Context: an optimization exercise on an open-source flow, tuned for small area, a short achievable clock period and few clock cycles per item. The choices shown serve that exercise and are no tape-out recipe.
At most, simulation tests tie the RTL to the original design; equivalence was not proved.
The clock port is modelled as an ideal driver; clocking choices that lean on that would not hold on a real chip.

Setup of build 58:
Design pipelined_floating_point_multiplier, start of the top module:
module pipelined_floating_point_multiplier #(
  parameter int unsigned EXPONENT_WIDTH   = 8,
  parameter int unsigned MANTISSA_WIDTH   = 23,
  parameter int unsigned ROUND_TO_NEAREST = 1
) (
  input  logic        clk,
  input  logic        rst,
  input  logic        in_valid,
  output logic        in_ready,
  input  logic [31:0] a,
  input  logic [31:0] b,
  output logic        out_valid,
  input  logic        out_ready,
  output logic [31:0] out,
  output logic        underflow_flag,
  output logic        overflow_flag,
  output logic        invalid_operation_flag
);
Size: roughly 190 flip-flops, about 110 I/O pins, roughly 0.023 mm2 of cells after synthesis.
clock: 9.0 ns
lec_check: 0
cap_margin: 20
core_margin: 2
core_utilization: 40
setup_slack_margin: 5.0
slew_margin: 20
synth_hierarchical: 1
standard.sh (not shown) runs the stock make flow with config.mk's settings and CLKGATE_MAP_FILE= SYNTH_SCRIPT=/design/flow/synth_recipe.tcl, a recipe that flattens the netlist after the stock synthesis.
==> flow/flow/run.sh <==
#!/bin/bash
# Standard layout, with the port buffers as buf_1 cells instead of the
# default choice. Each tool's output goes to a log file in this folder.
set -e

export BUFFER_PORTS_ARGS="-buffer_cell sky130_fd_sc_hd__buf_1"
bash standard.sh > standard.log 2>&1
No stage failed in build 58, and the final checks on the layout all came back clean.
Testbench counts of build 58, summed over its fixed seeds: cycles 12,024, items 12,000.
Relative to build 58, the following input files were edited for build 60:
# build 58
export LEC_CHECK = 0
export CAP_MARGIN = 20
export CORE_MARGIN = 2
export CORE_UTILIZATION = 40
export SETUP_SLACK_MARGIN = 5.0
export SLEW_MARGIN = 20
export SYNTH_HIERARCHICAL = 1
create_clock -name core_clock -period 9.0 [get_ports {clk}]
# build 60
export LEC_CHECK = 0
export ABC_AREA = 1
export CAP_MARGIN = 20
export CORE_MARGIN = 2
export CORE_UTILIZATION = 40
export SETUP_SLACK_MARGIN = 4.8
export SLEW_MARGIN = 20
export SYNTH_HIERARCHICAL = 1
create_clock -name core_clock -period 9.0 [get_ports {clk}]
==> flow/flow/run.sh <==
#!/bin/bash
# Standard layout, with the port buffers as buf_2 cells instead of the
# default choice. Each tool's output goes to a log file in this folder.
set -e

export BUFFER_PORTS_ARGS="-buffer_cell sky130_fd_sc_hd__buf_2"
bash standard.sh > standard.log 2>&1
Results
Higher reg-to-reg setup timing slack goes to build 58 over build 60.
Die area sits higher in build 60 than in build 58.
Summary of build 60 over build 58: synthesized-area fraction occupied by adder cells shows a reduction of 1.3 points, post-synthesis compound-gate area fraction shows a reduction of 6.5 points, design area shows an increase of 2.8%, worst slew slack as a fraction of its limit shows a reduction of 7.8 points.
What build 23 does differently from build 60 at the input level:
# build 60
export LEC_CHECK = 0
export ABC_AREA = 1
export CAP_MARGIN = 20
export CORE_MARGIN = 2
export CORE_UTILIZATION = 40
export SETUP_SLACK_MARGIN = 4.8
export SLEW_MARGIN = 20
export SYNTH_HIERARCHICAL = 1
create_clock -name core_clock -period 9.0 [get_ports {clk}]
# build 23
export LEC_CHECK = 0
export CAP_MARGIN = 20
export CORE_MARGIN = 2
export CORE_UTILIZATION = 40
export SETUP_SLACK_MARGIN = 4.95
export SLEW_MARGIN = 20
export SYNTH_HIERARCHICAL = 1
create_clock -name core_clock -period 9.0 [get_ports {clk}]
==> flow/flow/run.sh <==
#!/bin/bash
# The standard layout with two changes: the port buffers are buf_1
# cells, and after CTS flow/post_cts.tcl downsizes cells that have slack to
# spare (area recovery). The make output goes to standard.log; ORFS keeps
# each step's log under orfs/logs.
set -euo pipefail
export BUFFER_PORTS_ARGS="-buffer_cell sky130_fd_sc_hd__buf_1"
export POST_CTS_TCL="$(pwd)/flow/post_cts.tcl"
bash standard.sh > standard.log 2>&1
==> flow/flow/post_cts.tcl (new file) <==
# Area recovery after CTS: downsize cells on paths that keep slack beyond the
# flow's setup margin, then legalise the placement again. The global-route
# step's timing repair runs after this as usual.
estimate_parasitics -placement
repair_timing -recover_power 100 -setup_margin $::env(SETUP_SLACK_MARGIN) -match_cell_footprint -verbose
detailed_placement
check_placement -verbose
Results
Build 23 vs build 60, start point of the critical path: r0_ma[22] vs r0_bone[10]. Build 23 against build 60: total number of placement rows went down by about 2.2%. Register-to-register slack: build 23 better than build 60. NOTE: final area in build 23 falls short of that of build 60.
Relative to build 23, the following input files were edited for build 89:
==> flow/flow/run.sh <==
#!/bin/bash
# The standard layout with two changes: the port buffers are buf_1
# cells, and ABC maps the logic with flow/abc_map.script (one delay-driven
# mapping pass with area recovery) instead of ORFS's speed script. The rest
# of the standard flow's synthesis script (synth_recipe.tcl) runs unchanged. The make
# output goes to standard.log; ORFS keeps each step's log under orfs/logs.
set -euo pipefail
here=$(pwd)
export BUFFER_PORTS_ARGS="-buffer_cell sky130_fd_sc_hd__buf_1"
export FLOW_SYNTH_TCL="$here/synth_recipe.tcl"
export MY_ABC_SCRIPT="$here/flow/abc_map.script"
sed "s|SYNTH_SCRIPT=[^ ]*|SYNTH_SCRIPT=$here/flow/synth_wrap.tcl|" standard.sh > standard_abc.sh
bash standard_abc.sh > standard.log 2>&1
==> flow/flow/abc_map.script (new file) <==
&get -n
&st
&dch
&nf -R 1000
&put
buffer -c
topo
stime -c
upsize -c
dnsize -c
==> flow/flow/synth_wrap.tcl (new file) <==
# synth_recipe.tcl with one change: every abc call uses the script named by
# MY_ABC_SCRIPT in place of the one ORFS picks.
proc abc {args} {
  set i [lsearch -exact $args -script]
  if {$i >= 0 && [info exists ::env(MY_ABC_SCRIPT)]} {
    lset args [expr {$i + 1}] $::env(MY_ABC_SCRIPT)
    puts "synth_wrap: abc runs $::env(MY_ABC_SCRIPT)"
  }
  yosys abc {*}$args
}
source $::env(FLOW_SYNTH_TCL)
removed: flow/flow/post_cts.tcl
### Flow results
Post-route non-filler standard cell count: build 89 lower than build 23. Horizontal die dimension (higher): build 23. Detailed-route wire length on metal 1 in build 89 vs build 23: down 2.7 mm. Between build 89 and build 23, fraction of area in registers is higher for build 89, build 23 comes in under that.
Edits applied to the flow inputs when going from build 89 to build 71:
# build 89
export LEC_CHECK = 0
export CAP_MARGIN = 20
export CORE_MARGIN = 2
export CORE_UTILIZATION = 40
export SETUP_SLACK_MARGIN = 4.95
export SLEW_MARGIN = 20
export SYNTH_HIERARCHICAL = 1
create_clock -name core_clock -period 9.0 [get_ports {clk}]
# build 71
export LEC_CHECK = 0
export CAP_MARGIN = 20
export CORE_MARGIN = 2
export CORE_UTILIZATION = 40
export SETUP_SLACK_MARGIN = 4.8
export SLEW_MARGIN = 20
export SYNTH_HIERARCHICAL = 1
create_clock -name core_clock -period 9.0 [get_ports {clk}]
==> flow/flow/run.sh <==
#!/bin/bash
# Standard layout, with the port buffers as buf_2 cells instead of the
# default choice. Each tool's output goes to a log file in this folder.
set -e

export BUFFER_PORTS_ARGS="-buffer_cell sky130_fd_sc_hd__buf_2"
bash standard.sh > standard.log 2>&1
removed: flow/flow/abc_map.script
removed: flow/flow/synth_wrap.tcl
## What came out
Setup slack: build 71 more than build 89. Per the comparison of build 71 with build 89, sequential share of layout area shrank by 0.28 points; final design instance area without fill now larger; area of the core now sits higher. Comparing number of nets in the layout for build 71 and build 89, the bigger number came from build 71. Build 89 → build 71: proportion of synthesized area in mux cells increased 0.18 points; critical path depth shrank by 18; detailed-route vias per instance rose by 1.9%. Compared with build 89, build 71 shows a lower final worst-path cycle share.
Setup changes, build 71 to build 29
# build 71
export LEC_CHECK = 0
export CAP_MARGIN = 20
export CORE_MARGIN = 2
export CORE_UTILIZATION = 40
export SETUP_SLACK_MARGIN = 4.8
export SLEW_MARGIN = 20
export SYNTH_HIERARCHICAL = 1
create_clock -name core_clock -period 9.0 [get_ports {clk}]
# build 29
export LEC_CHECK = 0
export CAP_MARGIN = 20
export CORE_MARGIN = 2
export CORE_UTILIZATION = 40
export SETUP_SLACK_MARGIN = 4.95
export SLEW_MARGIN = 20
export SYNTH_HIERARCHICAL = 1
create_clock -name core_clock -period 9.0 [get_ports {clk}]
==> flow/flow/run.sh <==
#!/bin/bash
# The standard layout with two changes: the port buffers are buf_1
# cells, and ABC maps the logic with flow/abc_map.script (one delay-driven
# mapping pass with area recovery) instead of ORFS's speed script. The rest
# of the standard flow's synthesis script (synth_recipe.tcl) runs unchanged. The make
# output goes to standard.log; ORFS keeps each step's log under orfs/logs.
set -euo pipefail
here=$(pwd)
export BUFFER_PORTS_ARGS="-buffer_cell sky130_fd_sc_hd__buf_1"
export FLOW_SYNTH_TCL="$here/synth_recipe.tcl"
export MY_ABC_SCRIPT="$here/flow/abc_map.script"
sed "s|SYNTH_SCRIPT=[^ ]*|SYNTH_SCRIPT=$here/flow/synth_wrap.tcl|" standard.sh > standard_abc.sh
bash standard_abc.sh > standard.log 2>&1
==> flow/flow/abc_map.script (new file) <==
&get -n
&st
&dch
&nf
&put
buffer -c
topo
stime -c
upsize -c
dnsize -c
==> flow/flow/synth_wrap.tcl (new file) <==
# synth_recipe.tcl with one change: every abc call uses the script named by
# MY_ABC_SCRIPT in place of the one ORFS picks.
proc abc {args} {
  set i [lsearch -exact $args -script]
  if {$i >= 0 && [info exists ::env(MY_ABC_SCRIPT)]} {
    lset args [expr {$i + 1}] $::env(MY_ABC_SCRIPT)
    puts "synth_wrap: abc runs $::env(MY_ABC_SCRIPT)"
  }
  yosys abc {*}$args
}
source $::env(FLOW_SYNTH_TCL)
## What came out
- Every run in the comparison, build 29 and build 71, completed the flow with a clean layout.
- Build 29 reports a higher arithmetic-cell share of the synthesized area counting full adders, half adders and majority gates than build 71 does.
- When build 29 is set beside build 71, its worst hold slack across all endpoints turns out to be 0.0040 ns smaller.

========
Setup of P:
Another version of the RTL of pipelined_floating_point_multiplier (not shown whole).
Size in the first run: ~2,100 cells after synthesis, ~190 flip-flops, about 110 I/O pins, ~23,000 sq um of cells after synthesis.
clock: 9.0 ns
lec_check: 0
cap_margin: 20
core_margin: 2
core_utilization: 40
setup_slack_margin: 4.95
slew_margin: 20
synth_hierarchical: 1
==> flow/flow/run.sh <==
#!/bin/bash
# Standard layout, with the port buffers as buf_2 cells instead of the
# default choice. Each tool's output goes to a log file in this folder.
set -e

export BUFFER_PORTS_ARGS="-buffer_cell sky130_fd_sc_hd__buf_2"
bash standard.sh > standard.log 2>&1
[inputs] Q vs P
-- flow/config.mk --
<<< P, line 11
export SETUP_SLACK_MARGIN = 4.95
>>> Q, line 11
export SETUP_SLACK_MARGIN = 4.8
--- outcome ---
- On final instance area, P and Q are neck and neck.
- Global routing met2 resource utilization was higher in P than in Q.
- The final layout from Q, which completed every stage, passed the timing, DRC and antenna checks at the end of the flow.
No run of this note included a check of the RTL's function; only the layout flow was run.

========
Setup of job 4684:
pipelined_floating_point_multiplier with an RTL version that a note above also has.
Size in the first run: ~2000 cells after synthesis, roughly 190 flip-flops, ~110 I/O pins.
==> flow/config.mk <==
export PLATFORM = sky130hd
export DESIGN_NAME = pipelined_floating_point_multiplier
export DESIGN_NICKNAME = pipelined_floating_point_multiplier
export VERILOG_FILES = /design/flow/design.v
export SDC_FILE = /design/flow/constraint.sdc
export NUM_CORES = 4
export LEC_CHECK = 0
export CAP_MARGIN = 20
export CORE_MARGIN = 2
export CORE_UTILIZATION = 40
export SETUP_SLACK_MARGIN = 4.95
export SLEW_MARGIN = 20
export SYNTH_HIERARCHICAL = 1
==> flow/constraint.sdc <==
create_clock -name core_clock -period 9.0 [get_ports {clk}]
set_input_delay 1.8000 -clock core_clock [delete_from_list [all_inputs] [get_ports {clk}]]
set_output_delay 1.8000 -clock core_clock [all_outputs]
set_load 0.01 [all_outputs]
==> flow/flow/run.sh <==
#!/bin/bash
# The standard layout with two changes: the port buffers are buf_1
# cells, and ABC maps the logic with flow/abc_map.script (one delay-driven
# mapping pass with area recovery) instead of ORFS's speed script. The rest
# of the standard flow's synthesis script (synth_recipe.tcl) runs unchanged. The make
# output goes to standard.log; ORFS keeps each step's log under orfs/logs.
set -euo pipefail
here=$(pwd)
export BUFFER_PORTS_ARGS="-buffer_cell sky130_fd_sc_hd__buf_1"
export FLOW_SYNTH_TCL="$here/synth_recipe.tcl"
export MY_ABC_SCRIPT="$here/flow/abc_map.script"
sed "s|SYNTH_SCRIPT=[^ ]*|SYNTH_SCRIPT=$here/flow/synth_wrap.tcl|" standard.sh > standard_abc.sh
bash standard_abc.sh > standard.log 2>&1
==> flow/flow/abc_map.script <==
&get -n
&st
&dch
&nf
&st
&dch
&nf
&put
buffer -c
topo
stime -c
upsize -c
dnsize -c
==> flow/flow/synth_wrap.tcl <==
# synth_recipe.tcl with one change: every abc call uses the script named by
# MY_ABC_SCRIPT in place of the one ORFS picks.
proc abc {args} {
  set i [lsearch -exact $args -script]
  if {$i >= 0 && [info exists ::env(MY_ABC_SCRIPT)]} {
    lset args [expr {$i + 1}] $::env(MY_ABC_SCRIPT)
    puts "synth_wrap: abc runs $::env(MY_ABC_SCRIPT)"
  }
  yosys abc {*}$args
}
source $::env(FLOW_SYNTH_TCL)
Testbench counts of job 4684, summed over its fixed seeds: cycles 12,024, items 12,000.
The following lists how job 5708 was set up differently from job 4684:
==> flow/flow/run.sh <==
#!/bin/bash
# Standard layout, with the port buffers as buf_1 cells instead of the
# default choice. Each tool's output goes to a log file in this folder.
set -e

export BUFFER_PORTS_ARGS="-buffer_cell sky130_fd_sc_hd__buf_1"
bash standard.sh > standard.log 2>&1
removed: flow/flow/abc_map.script
removed: flow/flow/synth_wrap.tcl
Notes after the runs:
Relative to job 4684, the wire length on met2 of job 5708 is higher by 4.2%.
Number of fill cells in the layout: job 5708 > job 4684
For the share of the synthesized netlist area taken by xor and xnor gates, job 5708 came in 1.6 points lower than job 4684 did.
In job 5708 the final estimated routing congestion in global placement turned out about 4.6% higher than in job 4684.
Sort job 5708 and job 4684 by area taken by multi-input logic gates asc -> top: job 4684
Wire: job 5708 routes more than job 4684
On maximum number of pins on one net before global-route repair: between job 5708 and job 4684, it ends up higher for job 5708.
Setup changes, job 5708 to job 9033
- an added CTS_CLUSTER_SIZE of 30
- a change of SETUP_SLACK_MARGIN from 4.95 to 4.8
- an added CTS_BUF_LIST of sky130_fd_sc_hd__clkbuf_16
==> flow/flow/run.sh <==
#!/bin/bash
# Standard layout, with the port buffers as buf_2 cells instead of the
# default choice. Each tool's output goes to a log file in this folder.
set -e

export BUFFER_PORTS_ARGS="-buffer_cell sky130_fd_sc_hd__buf_2"
bash standard.sh > standard.log 2>&1
### Flow results
- Clock period minus worst slack: job 9033 higher than job 5708
- Final cell count delta for job 9033 relative to job 5708: 0.34% lower
- In terms of final hold slack, job 9033 and job 5708 differ only marginally.
- Between job 5708 and job 9033, the flow reports total number of vias increasing slightly.
- Relative to job 5708, non-clock buffer count has decreased by 11 in job 9033.
- Job 9033 vs. job 5708: number of gates resized after CTS shrank by 23, die area held steady, worst setup margin shrank by 0.20 ns.
Setup changes, job 9033 to job 6739
- SETUP_SLACK_MARGIN changed from 4.8 to 4.95
- PLACE_DENSITY newly set to 0.75
- CTS_CLUSTER_SIZE removed (was 30)
- CTS_BUF_LIST removed (was sky130_fd_sc_hd__clkbuf_16)
==> flow/flow/run.sh <==
#!/bin/bash
# Standard layout, with the port buffers as buf_1 cells instead of the
# default choice. Each tool's output goes to a log file in this folder.
set -e

export BUFFER_PORTS_ARGS="-buffer_cell sky130_fd_sc_hd__buf_1"
bash standard.sh > standard.log 2>&1
Results
- The setup slack of job 6739 is larger than that of job 9033.
- Comparing job 6739 and job 9033, the higher final critical path time including I/O delays and setup is on job 9033.
- Of the two candidates, job 9033 has the better final instance area and job 6739 the worse one.
Edits applied to the flow inputs when going from job 6739 to job 3979:
- PLACE_DENSITY removed (was 0.75)
==> flow/flow/run.sh <==
#!/bin/bash
# Standard layout, with the port buffers as buf_2 cells instead of the
# default choice. Each tool's output goes to a log file in this folder.
set -e

export BUFFER_PORTS_ARGS="-buffer_cell sky130_fd_sc_hd__buf_2"
bash standard.sh > standard.log 2>&1
Global-route usage sits higher in job 3979 than in job 6739.
Global-route track usage on met2: job 3979 vs job 6739 up 1.1 points
in2out as the critical path class was reported by job 3979, and reg2reg by job 6739.
Between job 3979 and job 6739, it is job 3979 whose number of buffers added for setup after CTS is lower, by 12.
Final layout net count: job 3979 lower than job 6739
Compared to job 6739, job 3979 reaches a higher achievable clock.
Comparing post-cts resize count for job 6739 and job 3979, the bigger number came from job 3979.
### job 3979 -> job 1613
- SETUP_SLACK_MARGIN: 4.95 -> 5.0
==> comparison <==
- Job 1613: all stages complete, timing, DRC and antenna checks passed
- Against job 3979, count of buffers not belonging to the clock network in the layout in job 1613 rose by a few percent.
- Job 1613 vs. job 3979: wire length per cell after detailed routing stayed essentially flat.
- Via count across job 1613 and job 3979: no real change.

==> afterwards: timing with drivers on the ports <==
In the flow no input, the clock included, has a driving cell. The finished layouts below were timed again as built, in two steps.
Step 1 (the two cells are an assumption about what drives the block):
set clk [get_ports {clk}]
set_driving_cell -lib_cell sky130_fd_sc_hd__clkbuf_16 $clk
set_driving_cell -lib_cell sky130_fd_sc_hd__buf_2 [delete_from_list [all_inputs] $clk]
Step 2 also shifts input and output timing later by t, the mid clock arrival at the registers, as if the neighbouring blocks saw the same clock.
Three values: no drivers, after step 1, after step 2; two values: the first two.
run	shift t [ns]	setup WS [ns]	hold WS [ns]	worst setup path at the end	pins driven straight from the clock port
build 58	0.566	5.047 / 5.025 / 5.025	0.427 / 0.427 / 0.427	input to output	1
build 60	0.550	4.836 / 4.836 / 4.745	0.423 / 0.423 / 0.423	input to register	1
build 23	0.568	5.040 / 5.040 / 5.040	0.425 / 0.425 / 0.425	register to register	1
build 89	0.546	4.613 / 4.613 / 4.613	0.424 / 0.424 / 0.424	register to register	1
build 71	0.568	4.861 / 4.861 / 4.861	0.427 / 0.427 / 0.427	register to register	1
build 29	0.548	5.010 / 5.010 / 5.010	0.423 / 0.423 / 0.423	register to register	1
P	0.552	4.930 / 4.930 / 4.930	0.423 / 0.423 / 0.423	register to register	1
Q	0.559	4.832 / 4.832 / 4.832	0.426 / 0.426 / 0.426	register to register	1
job 4684	0.554	4.767 / 4.767 / 4.767	0.426 / 0.426 / 0.426	register to register	1
job 5708	0.569	5.063 / 5.041 / 5.041	0.427 / 0.427 / 0.427	input to output	1
job 9033	0.568	4.861 / 4.861 / 4.861	0.427 / 0.427 / 0.427	register to register	1
job 6739	0.562	4.945 / 4.945 / 4.945	0.422 / 0.422 / 0.422	register to register	1
job 3979	0.569	5.027 / 5.009 / 5.009	0.428 / 0.428 / 0.428	input to output	1
job 1613	0.567	4.992 / 4.992 / 4.992	0.428 / 0.428 / 0.428	register to register	1
After both steps every run listed still meets setup and hold. The setup slack of build 60, which loses most, moves by 0.000 ns with the drivers and by -0.091 ns with both steps.
